Context: an optimization exercise on an open-source flow, tuned for small area, a short achievable clock period and few clock cycles per item. The choices shown serve that exercise and are no tape-out recipe. At most, simulation tests tie the RTL to the original design; equivalence was not proved. Power figures rest on the tool's default switching activity, not on a simulated workload.

==> fjord <==
// band_topk_balanced_selector
module band_topk_balanced_selector (
    input  logic                 i_clk,
    input  logic                 i_rst_n,
    input  logic                 i_in_valid,
    output logic                 o_in_ready,
    input  logic [33:0]          i_in_data,
    output logic                 o_out_valid,
    input  logic                 i_out_ready,
    output logic [18:0]          o_out_data,
    input  logic                 i_cfg_valid,
    output logic                 o_cfg_ready,
    input  logic [bts_pkg::CFG_IDX_W-1:0] i_cfg_index,
    input  logic [bts_pkg::BAND_W-1:0]    i_cfg_data
);
Settings: LEC_CHECK=0, CAP_MARGIN=20, CORE_MARGIN=2, CORE_UTILIZATION=40, SETUP_SLACK_MARGIN=4.5, SLEW_MARGIN=20; clock period 8.0 ns.
run.sh (not shown) runs the stock make flow with config.mk's settings and CLKGATE_MAP_FILE= SYNTH_SCRIPT=/design/flow/synth_recipe.tcl, a recipe that flattens the netlist after the stock synthesis.
==> tundra: changes against fjord <==
--- a/flow/design.v
+++ b/flow/design.v
@@ -95,39 +95,34 @@
     input  logic [bts_pkg::CFG_IDX_W-1:0] i_cfg_index,
     input  logic [bts_pkg::BAND_W-1:0]    i_cfg_data
 );
     localparam int NS     = bts_pkg::HEAP_SLOTS;      
     localparam int NP     = 2 * NS;                   
     localparam int SNAP_K = 6;                        
     localparam int LIVE_P = 2 * (NS - 1 - SNAP_K);    
-    function automatic logic key_lt(input logic [15:0] a, input logic [15:0] b);
+    function automatic logic key_lt(input logic [14:0] a, input logic [14:0] b);
         logic [15:0] l;
-        logic [15:0] g;
-        l = ~a & b;
-        g = a & ~b;
+        logic [15:0] e;
+        l = {1'b0, ~a & b};
+        e = {1'b1, ~(a ^ b)};
         for (int w = 1; w < 16; w = w * 2) begin
             for (int k = 0; k < 16; k = k + 2 * w) begin
-                l[k] = l[k+w] || (!g[k+w] && l[k]);
-                g[k] = g[k+w] || (!l[k+w] && g[k]);
+                l[k] = l[k+w] || (e[k+w] && l[k]);
+                e[k] = e[k+w] && e[k];
             end
         end
         key_lt = l[0];
     endfunction
     function automatic logic in_band(input logic [14:0] key, input logic neg,
-                                     input logic [14:0] lo, input logic [14:0] hi,
-                                     input logic [14:0] hm1, input logic hnz);
-        logic above_lo;
-        logic below_hi;
-        above_lo = key_lt({lo, 1'b0}, {key, neg});
-        below_hi = neg ? (hnz && key_lt(key, hm1)) : key_lt(key, hi);
-        in_band  = above_lo && below_hi;
+                                     input logic [14:0] lo, input logic [14:0] hi);
+        logic [15:0] mag;
+        mag = {1'b0, key} + {15'd0, neg};
+        in_band = (mag > {1'b0, lo}) && (mag < {1'b0, hi});
     endfunction
     logic [bts_pkg::BAND_W-1:0] r_band_low, r_band_high;
-    logic [bts_pkg::BAND_W-1:0] r_band_hm1;      
-    logic                       r_band_hnz;      
     logic        r_inv;
     logic [1:0]  r_in_kind;
     logic        r_in_neg;
     logic [14:0] r_in_key;
     logic [15:0] r_in_idx;
     logic        r_in_fresh;      
     logic        r_in_bok;        
@@ -148,18 +143,15 @@
     logic [15:0] r_tx_idx;
     logic        r_w [2][NS];     
     logic        r_s [2][4];      
     logic [14:0] r_key  [2][NS];
     logic [15:0] r_idx  [2][NS];
     logic        r_used [2][NS];
     logic        r_dbusy;
-    logic        r_m [NP];        
-    logic [3:0]  r_rem [2];       
-    logic        r_remnz [2];
-    logic        r_rem1 [2];
+    logic        r_e [NP];        
     logic [15:0] r_sidx [2][SNAP_K+1];
     logic        r_out_valid;
     logic [18:0] r_out;
     assign o_cfg_ready = 1'b1;
     assign o_in_ready  = !r_skv;
     assign o_out_valid = r_out_valid;
     assign o_out_data  = r_out;
@@ -173,44 +165,40 @@
             if (i_cfg_index == bts_pkg::CFG_BAND_LOW) begin
                 r_band_low <= i_cfg_data;
             end else begin
                 r_band_high <= i_cfg_data;
             end
         end
     end
-    always_ff @(posedge i_clk) begin
-        r_band_hm1 <= r_band_high - 15'd1;
-        r_band_hnz <= (r_band_high != 15'd0);
-    end
     logic w_e_live;       
     logic w_conflict;     
     logic w_acc, w_exec, w_mv;
     logic w_do_ins, w_do_drain, w_do_clear;
     always_comb begin
         w_e_live   = 1'b0;
         w_conflict = 1'b0;
         for (int j = 0; j < LIVE_P; j++) begin
-            w_e_live = w_e_live || (r_m[j] && r_remnz[j % 2]);
-            if ((r_tx_neg == j[0]) && r_w[j % 2][NS - 1 - j / 2] && r_m[j] && r_remnz[j % 2]) w_conflict = 1'b1;
+            w_e_live = w_e_live || r_e[j];
+            if ((r_tx_neg == j[0]) && r_w[j % 2][NS - 1 - j / 2] && r_e[j]) w_conflict = 1'b1;
         end
     end
     assign w_acc      = i_in_valid && !r_skv;
     assign w_exec     = r_txv && (!r_dbusy || r_tx_nop || (!r_tx_drain && !w_e_live) ||
                                   (r_tx_ins && !w_conflict));
     assign w_mv       = r_inv && (!r_txv || w_exec);
     assign w_do_ins   = w_exec && r_tx_ins;
     assign w_do_drain = w_exec && r_tx_drain;
     assign w_do_clear = w_exec && r_tx_clear;
     logic w_a_free;
     logic w_in_bok, w_sk_bok;
     logic [14:0] w_key;
     assign w_a_free = !r_inv || w_mv;
     assign w_key    = i_in_data[31] ? ~i_in_data[30:16] : i_in_data[30:16];
-    assign w_in_bok = r_in_fresh ? in_band(r_in_key, r_in_neg, r_band_low, r_band_high, r_band_hm1, r_band_hnz) : r_in_bok;
-    assign w_sk_bok = r_sk_fresh ? in_band(r_sk_key, r_sk_neg, r_band_low, r_band_high, r_band_hm1, r_band_hnz) : r_sk_bok;
+    assign w_in_bok = r_in_fresh ? in_band(r_in_key, r_in_neg, r_band_low, r_band_high) : r_in_bok;
+    assign w_sk_bok = r_sk_fresh ? in_band(r_sk_key, r_sk_neg, r_band_low, r_band_high) : r_sk_bok;
     always_ff @(posedge i_clk) begin
         if (!i_rst_n) begin
             r_inv <= 1'b0;
             r_skv <= 1'b0;
         end else begin
             r_inv <= !w_a_free || r_skv || w_acc;
             r_skv <= r_skv ? !w_a_free : (w_acc && !w_a_free);
@@ -389,78 +377,78 @@
             r_tx_idx   <= r_in_idx;
             r_tx_key   <= r_in_key;
             for (int h = 0; h < 2; h++) begin
                 for (int i = 0; i < NS; i++) r_w[h][i] <= w_wn[h][i];
             end
         end
     end
-    logic [3:0] r_cnt [2];
-    always_ff @(posedge i_clk) begin
-        for (int h = 0; h < 2; h++) begin
-            if (!i_rst_n || w_do_clear) begin
-                r_cnt[h] <= 4'd0;
-            end else if (w_path[h][0] && !r_used[h][0]) begin
-                r_cnt[h] <= r_cnt[h] + 4'd1;
-            end
-        end
-    end
     always_ff @(posedge i_clk) begin
         if (w_do_drain) begin
             for (int h = 0; h < 2; h++) begin
                 for (int i = 0; i <= SNAP_K; i++) begin
                     r_sidx[h][i] <= r_idx[h][i];
                 end
             end
         end
     end
-    logic [3:0]  w_n;
-    logic        w_nz;
-    logic        w_remnz [2];
-    logic        w_rem1 [2];
-    logic [3:0]  w_cur_rem [2];
+    logic [3:0]  w_cnt [2];
+    logic [3:0]  w_rank [2][NS];
+    logic        w_set [NP];        
+    logic        w_any [2];
     logic        w_cand [NP];
     logic        w_pick [NP];
-    logic        w_after [NP];
     logic        w_found;
     logic        w_side;
     logic [15:0] w_sel_idx;
+    logic        w_multi;           
+    logic        w_seen;
     logic        w_last;
     logic        w_emit;
     logic        w_active;
-    logic        w_take;
     always_comb begin
-        w_n  = (r_cnt[0] < r_cnt[1]) ? r_cnt[0] : r_cnt[1];
-        w_nz = (r_cnt[0] != 4'd0) && (r_cnt[1] != 4'd0);
         for (int h = 0; h < 2; h++) begin
-            w_cur_rem[h] = r_dbusy ? r_rem[h] : w_n;
-            w_remnz[h]   = r_dbusy ? r_remnz[h] : w_nz;
-            w_rem1[h]    = r_dbusy && r_rem1[h];
+            w_any[h] = 1'b0;
+            w_cnt[h] = 4'd0;
+            for (int i = NS - 1; i >= 0; i--) begin
+                w_rank[h][i] = w_cnt[h];
+                w_cnt[h]     = w_cnt[h] + {3'd0, r_used[h][i]};
+                w_any[h]     = w_any[h] || r_used[h][i];
+            end
+        end
+        for (int j = 0; j < NP; j++) begin
+            w_set[j] = r_used[j % 2][NS - 1 - j / 2] &&
+                       (w_rank[j % 2][NS - 1 - j / 2] < w_cnt[1 - j % 2]);
         end
         w_found   = 1'b0;
         w_side    = 1'b0;
         w_sel_idx = '0;
         for (int j = 0; j < NP; j++) begin
             if (j < LIVE_P) begin
-                w_cand[j] = (r_dbusy ? r_m[j] : r_used[j % 2][NS - 1 - j / 2]) && w_remnz[j % 2];
+                w_cand[j] = r_dbusy ? r_e[j] : (r_used[j % 2][NS - 1 - j / 2] && w_any[0] && w_any[1]);
             end else begin
-                w_cand[j] = r_dbusy && r_m[j] && w_remnz[j % 2];
+                w_cand[j] = r_dbusy && r_e[j];
             end
-            w_after[j] = w_found;
-            w_pick[j]  = w_cand[j] && !w_found;
+            w_pick[j] = w_cand[j] && !w_found;
             if (w_pick[j]) begin
                 w_side = j[0];
                 if (j < LIVE_P) w_sel_idx = r_idx[j % 2][NS - 1 - j / 2];
                 else            w_sel_idx = r_sidx[j % 2][(NS - 1 - j / 2) % (SNAP_K + 1)];
             end
             w_found = w_found || w_cand[j];
         end
-        w_last   = w_side ? (w_rem1[1] && !w_remnz[0]) : (w_rem1[0] && !w_remnz[1]);
+        w_seen  = 1'b0;
+        w_multi = 1'b0;
+        for (int j = 0; j < NP; j++) begin
+            w_multi = w_multi || (w_seen && r_e[j]);
+            w_seen  = w_seen || r_e[j];
+        end
+        w_last = r_dbusy && !w_multi;
         w_active = r_dbusy || w_do_drain;
-        w_emit   = w_active && w_out_free && (w_found || (!w_remnz[0] && !w_remnz[1]));
-        w_take   = w_emit && w_found;
+        w_emit   = w_active && w_out_free &&
+                   (w_found || (r_dbusy ? !w_seen : !(w_any[0] && w_any[1])));
     end
     always_ff @(posedge i_clk) begin
         if (!i_rst_n) begin
             r_dbusy     <= 1'b0;
             r_out_valid <= 1'b0;
         end else begin
             if (w_emit) begin
@@ -473,30 +461,15 @@
         end
     end
     always_ff @(posedge i_clk) begin
         if (w_emit) begin
             r_out <= w_found ? {w_sel_idx, w_side, 1'b1, w_last} : {16'd0, 1'b0, 1'b0, 1'b1};
         end
         for (int j = 0; j < NP; j++) begin
-            if (!w_active) begin
-                r_m[j] <= 1'b0;
-            end else if (w_take) begin
-                r_m[j] <= w_after[j] && (r_dbusy ? r_m[j] : r_used[j % 2][NS - 1 - j / 2]);
-            end else if (!r_dbusy) begin
-                r_m[j] <= r_used[j % 2][NS - 1 - j / 2];
-            end
-        end
-        if (w_active) begin
-            for (int h = 0; h < 2; h++) begin
-                if (w_take && (w_side == h[0])) begin
-                    r_rem[h]   <= w_cur_rem[h] - 4'd1;
-                    r_remnz[h] <= (w_cur_rem[h] != 4'd1);
-                    r_rem1[h]  <= (w_cur_rem[h] == 4'd2);
-                end else begin
-                    r_rem[h]   <= w_cur_rem[h];
-                    r_remnz[h] <= w_remnz[h];
-                    r_rem1[h]  <= (w_cur_rem[h] == 4'd1);
-                end
+            if (w_active) begin
+                r_e[j] <= (r_dbusy ? r_e[j] : w_set[j]) && !(w_emit && w_pick[j]);
+            end else begin
+                r_e[j] <= 1'b0;
             end
         end
     end
 endmodule
Settings changed: SETUP_SLACK_MARGIN 4.5 to 5.0.
==> nickel: changes against fjord <==
Settings changed: CORE_UTILIZATION 40 to 60, SETUP_SLACK_MARGIN 4.5 to 5.0.
==> results.txt <==
Count of clock-buffer cells in the layout, lowest first: fjord, tundra, nickel. Routed wire length, highest first: tundra, fjord, nickel. Die area, lowest first: nickel, fjord, tundra. Between fjord and tundra, the lower fmax is in tundra (gap about 25%, measured against tundra). Between nickel and tundra, the lower core utilization is in tundra (gap 26 points). Sequential share of layout area: fjord is higher than nickel (2.0 points). In combinational power, nickel and tundra hardly differ.
==> figures <==
| metric | nickel | fjord | tundra |
|---|---|---|---|
| Buffers plus inverters on the worst setup path | 7 | 1 | 2 |
| Seq pwr | 6.45 mW | 6.45 mW | 6.21 mW |
| Slowest Stage Delay on Critical Path | 380 ps | 410 ps | 580 ps |
| Met3 wire len | 33.7 mm | 29.8 mm | 26.8 mm |
| Reg2Reg Depth | 17 | 12 | 18 |
| Cell leakage power | 22.9 nW | 21.6 nW | 27.0 nW |
| Power density normalized to cell area | 197 mW/mm² | 206 mW/mm² | 182 mW/mm² |
| FF-to-FF Start | r_in_key[1] | r_key[2][0] | r_used[19] |
| Library cells used by synthesis | 83 | 83 | 98 |
| Clk pwr share | 42.4% | 43.0% | 43.4% |
| Met3 GRT Util | 16.6% | 8.74% | 6.30% |
| Launch instance of the worst min-delay path | r_skv | r_skv | r_idx[0][10] |
| Insertion delay of the later-clocked pin in the worst-skew pair | 750 ps | 780 ps | 800 ps |
| Run status | finished clean | finished clean | finished clean |
| Sequential cell area fraction in the yosys report | 59.1% | 59.1% | 52.9% |
Testbench counts of fjord, summed over its fixed seeds: cycles 7,246, items 4,800.
Testbench counts of nickel, summed over its fixed seeds: cycles 7,246, items 4,800.
The RTL of tundra was laid out without a check of its function.

-- re-timing with driven ports --
The flow's constraints put no driver on any port. The routed layouts listed below were extracted and timed again, unchanged, in two steps.
Step 1: set_driving_cell puts a clkbuf_16 on i_clk and a buf_2 on each other input, an assumption about the parent block.
Step 2 moves the port delays by t, midway between the first and last clock arrival at a register: inputs arrive t later, outputs are due t later. That takes back most of the time a late clock gives input paths.
Three values: ideal, step 1, step 2; two values: the first two.
| run | shift t [ns] | slack for setup (ns) | worst hold slack (ns) | clock arrival spread, ns | worst slew at a driven data input, ns |
|---|---|---|---|---|---|
| fjord | 0.831 | 4.411 / 4.411 / 3.845 | 0.413 / 0.413 / 0.413 | 0.060 / 0.060 | 0.07 |
| tundra | 0.842 | 3.512 / 3.512 / 3.512 | 0.415 / 0.415 / 0.415 | 0.071 / 0.071 | 0.06 |
| nickel | 0.798 | 4.320 / 4.320 / 4.237 | 0.409 / 0.409 / 0.409 | 0.044 / 0.044 | 0.06 |
After both steps setup and hold are still met in every run listed. For fjord, which loses most, drivers alone change the setup slack by 0.000 ns; drivers and shift together by -0.566 ns.
